From an optimization exercise on the open Yosys and OpenROAD flow, aimed at small area, a short achievable clock period and few clock cycles; shortcuts taken in it are not production practice. The RTL was checked by simulation tests, not by an equivalence proof against the original design. Power is estimated from default activity; no workload was simulated.

Setup of try-ember:
// fixed_partition_fit_allocator_unit
module fixed_partition_fit_allocator_unit (
   input  logic        clock,
   input  logic        reset,
   input  logic        csr_wr_en,
   input  logic [0:0]  csr_index,
   input  logic [4:0]  csr_wdata,
   input  logic        req_valid,
   output logic        req_stall,
   input  logic [20:0] req_payload,
   output logic        rsp_valid,
   input  logic        rsp_stall,
   output logic [20:0] rsp_payload
);
export LEC_CHECK = 0
export CAP_MARGIN = 20
export CORE_MARGIN = 2
export CORE_UTILIZATION = 40
export PLACE_DENSITY = 0.6
export SETUP_SLACK_MARGIN = 1.9
export SLEW_MARGIN = 20
create_clock -name core_clock -period 5.0 [get_ports {clock}]
standard.sh (not shown) runs the stock make flow with config.mk's settings and CLKGATE_MAP_FILE= SYNTH_SCRIPT=/design/flow/synth_recipe.tcl, a recipe that flattens the netlist after the stock synthesis.
==> flow/flow/run.sh <==
#!/bin/bash
# Layout flow: the standard flow (standard.sh) with two changes:
#  - synthesis leaves adders and comparators to ABC instead of mapping them
#    onto full- and half-adder cells (ADDER_MAP_FILE empty skips extract_fa),
#  - port buffers are buf_4 cells instead of the default delay buffers.
# Everything else, including the registers, is the standard flow's.
set -o pipefail
cp standard.sh standard_sh.txt
export ADDER_MAP_FILE=
export BUFFER_PORTS_ARGS="-buffer_cell sky130_fd_sc_hd__buf_4"
bash standard.sh > standard.log 2>&1
status=$?
echo "standard.sh exit $status"
exit $status
Testbench counts of try-ember, summed over its fixed seeds: cycles 5,056.
### try-ember -> try-cedar
==> flow/run.sh (new file) <==
#!/bin/bash
# synth_recipe.tcl (not shown) runs the flow's synth.tcl, then flattens the netlist and writes it again
# the make line also repeats each setting of config.mk as NAME=value (left out here)
make -C /OpenROAD-flow-scripts/flow DESIGN_CONFIG=/design/flow/config.mk WORK_HOME=/design/flow/orfs CLKGATE_MAP_FILE= SYNTH_SCRIPT=/design/flow/synth_recipe.tcl finish
removed: flow/flow/run.sh
removed: flow/standard.sh
[summary]
- Post-route minimum period (higher): try-ember
- Against try-ember, number of distinct library cells after synthesis in try-cedar fell by more than 10%.
- The proportion of synthesized chip area in sequential cells number comes out higher for try-cedar vs try-ember.
- Any difference in instance area after placement between try-cedar and try-ember is small enough to ignore.
- Of the two candidates, try-ember has the worse register-to-register slack and try-cedar the better one.
- The final reports for try-cedar and try-ember show fraction of the mapped netlist area in compound gates lower in the former.
- Lower starting density of the core was reported by try-cedar, not try-ember.
- Looking at cell kind with the greatest summed area, the registers result is from try-ember; the multi-input gates one comes from try-cedar.
Edits applied to the flow inputs when going from try-cedar to try-lagoon:
Settings: SETUP_SLACK_MARGIN changed from 1.9 to 2.3; TNS_END_PERCENT newly set to 10.
==> flow/flow/run.sh (new file) <==
#!/bin/bash
# Layout flow: the standard flow (standard.sh) with one change: the
# port buffers are buf_4 cells instead of the default delay buffers.
# Synthesis and everything else are the standard flow's.
set -o pipefail
export BUFFER_PORTS_ARGS="-buffer_cell sky130_fd_sc_hd__buf_4"
bash standard.sh > standard.log 2>&1
status=$?
echo "standard.sh exit $status"
exit $status
==> flow/standard.sh (new file) <==
#!/bin/bash
# synth_recipe.tcl (not shown) runs the flow's synth.tcl, then flattens the netlist and writes it again
# the make line also repeats each setting of config.mk as NAME=value (left out here)
make -C /OpenROAD-flow-scripts/flow DESIGN_CONFIG=/design/flow/config.mk WORK_HOME=/design/flow/orfs CLKGATE_MAP_FILE= SYNTH_SCRIPT=/design/flow/synth_recipe.tcl "${@:-finish}"
removed: flow/run.sh
==> notes.md <==
- Of the two values seen for slowest cell on the critical path, sky130_fd_sc_hd__edfxtp_1 was produced by try-cedar and sky130_fd_sc_hd__a221o_1 by try-lagoon.
- try-lagoon vs try-cedar — via count of the first global-routing pass dropped slightly
- When try-lagoon is set beside try-cedar, its total power after layout turns out to be about 0.5% larger.
- Compared try-cedar against try-lagoon; total detailed-routing wirelength within noise.

* * *

fixed_partition_fit_allocator_unit again, from the RTL that the note above started with.
==> flow/config.mk <==
export PLATFORM = sky130hd
export DESIGN_NAME = fixed_partition_fit_allocator_unit
export DESIGN_NICKNAME = fixed_partition_fit_allocator_unit
export VERILOG_FILES = /design/flow/design.v
export SDC_FILE = /design/flow/constraint.sdc
export NUM_CORES = 4
export LEC_CHECK = 0
export ABC_AREA = 1
export CAP_MARGIN = 20
export CORE_MARGIN = 2
export CORE_UTILIZATION = 40
export PLACE_DENSITY = 0.6
export SETUP_SLACK_MARGIN = 1.9
export SLEW_MARGIN = 20
==> flow/constraint.sdc <==
create_clock -name core_clock -period 5.0 [get_ports {clock}]
set_input_delay 1.0000 -clock core_clock [delete_from_list [all_inputs] [get_ports {clock}]]
set_output_delay 1.0000 -clock core_clock [all_outputs]
set_load 0.01 [all_outputs]
==> flow/flow/run.sh <==
#!/bin/bash
# Layout flow: the standard flow (standard.sh) with one change: the
# port buffers are buf_4 cells instead of the default delay buffers.
# Synthesis and everything else are the standard flow's.
set -o pipefail
export BUFFER_PORTS_ARGS="-buffer_cell sky130_fd_sc_hd__buf_4"
bash standard.sh > standard.log 2>&1
status=$?
echo "standard.sh exit $status"
exit $status
The baseline finished clean.
Testbench counts at the start, summed over its fixed seeds: cycles 5,056.
Next try:
Settings changed: ABC_AREA 1 to unset, SETUP_SLACK_MARGIN 1.9 to 2.0.
After rerunning: The changed run went through all stages and came out clean. Critical path depth falls by 6. Flip-flop and latch count does not change. Register-to-register slack gains 0.10 ns. Final cell count falls by about 13%.
Next try:
Settings changed: SETUP_SLACK_MARGIN 2.0 to 1.9.
=> The new run ran to the end with no violations. Final area came out lower by 1.1%. Routed wire length drops by 0.31%. Fmax climbs by 2.2%. Power shrinks by 0.43%. Utilization fell by 0.52 points. Via count barely changes. Die area does not change. Non-clock buffer count shrinks by 9.
Next try:
Settings changed: SETUP_SLACK_MARGIN 1.9 to 1.6.
The new run went through all stages and came out clean.
Combinational power shrinks by 11%.
Core utilization came out lower by 1.4 points.
Global-route usage hardly moves.

==> afterwards: timing with drivers on the ports <==
Ports are ideal in the flow. The routed layouts listed here were re-timed in OpenROAD.
Step 1: set_driving_cell puts a clkbuf_16 on clock and a buf_2 on each other input, an assumption about the parent block.
Step 2, shift: input delay + t, output delay - t, t = (earliest + latest rising clock arrival at the registers) / 2. This alone moves slack from input paths to output paths.
Three values: ideal ports, drivers, drivers and shift; two values: the first two.
| run | t, ns | slack for setup (ns) | worst setup path after step 2 | worst data-port slew with drivers (ns) | pins driven straight from the clock port |
|---|---|---|---|---|---|
| try-ember | 0.706 | 1.806 / 1.794 / 1.251 | input to register | 0.06 | 1 |
| try-cedar | 0.699 | 1.900 / 1.891 / 1.260 | input to register | 0.06 | 1 |
| try-lagoon | 0.707 | 1.810 / 1.823 / 1.116 | input to register | 0.06 | 1 |
| the first run of note 2 | 0.695 | 1.776 / 1.776 / 1.380 | input to register | 0.04 | 1 |
| the second run of note 2 | 0.701 | 1.786 / 1.719 / 1.260 | input to register | 0.06 | 1 |
| the third run of note 2 | 0.699 | 1.854 / 1.787 / 1.270 | input to register | 0.06 | 1 |
| the fourth run of note 2 | 0.711 | 1.620 / 1.611 / 0.996 | input to register | 0.07 | 1 |
After both steps setup and hold are still met in every run listed. For try-lagoon, which loses most, drivers alone change the setup slack by +0.013 ns; drivers and shift together by -0.694 ns.
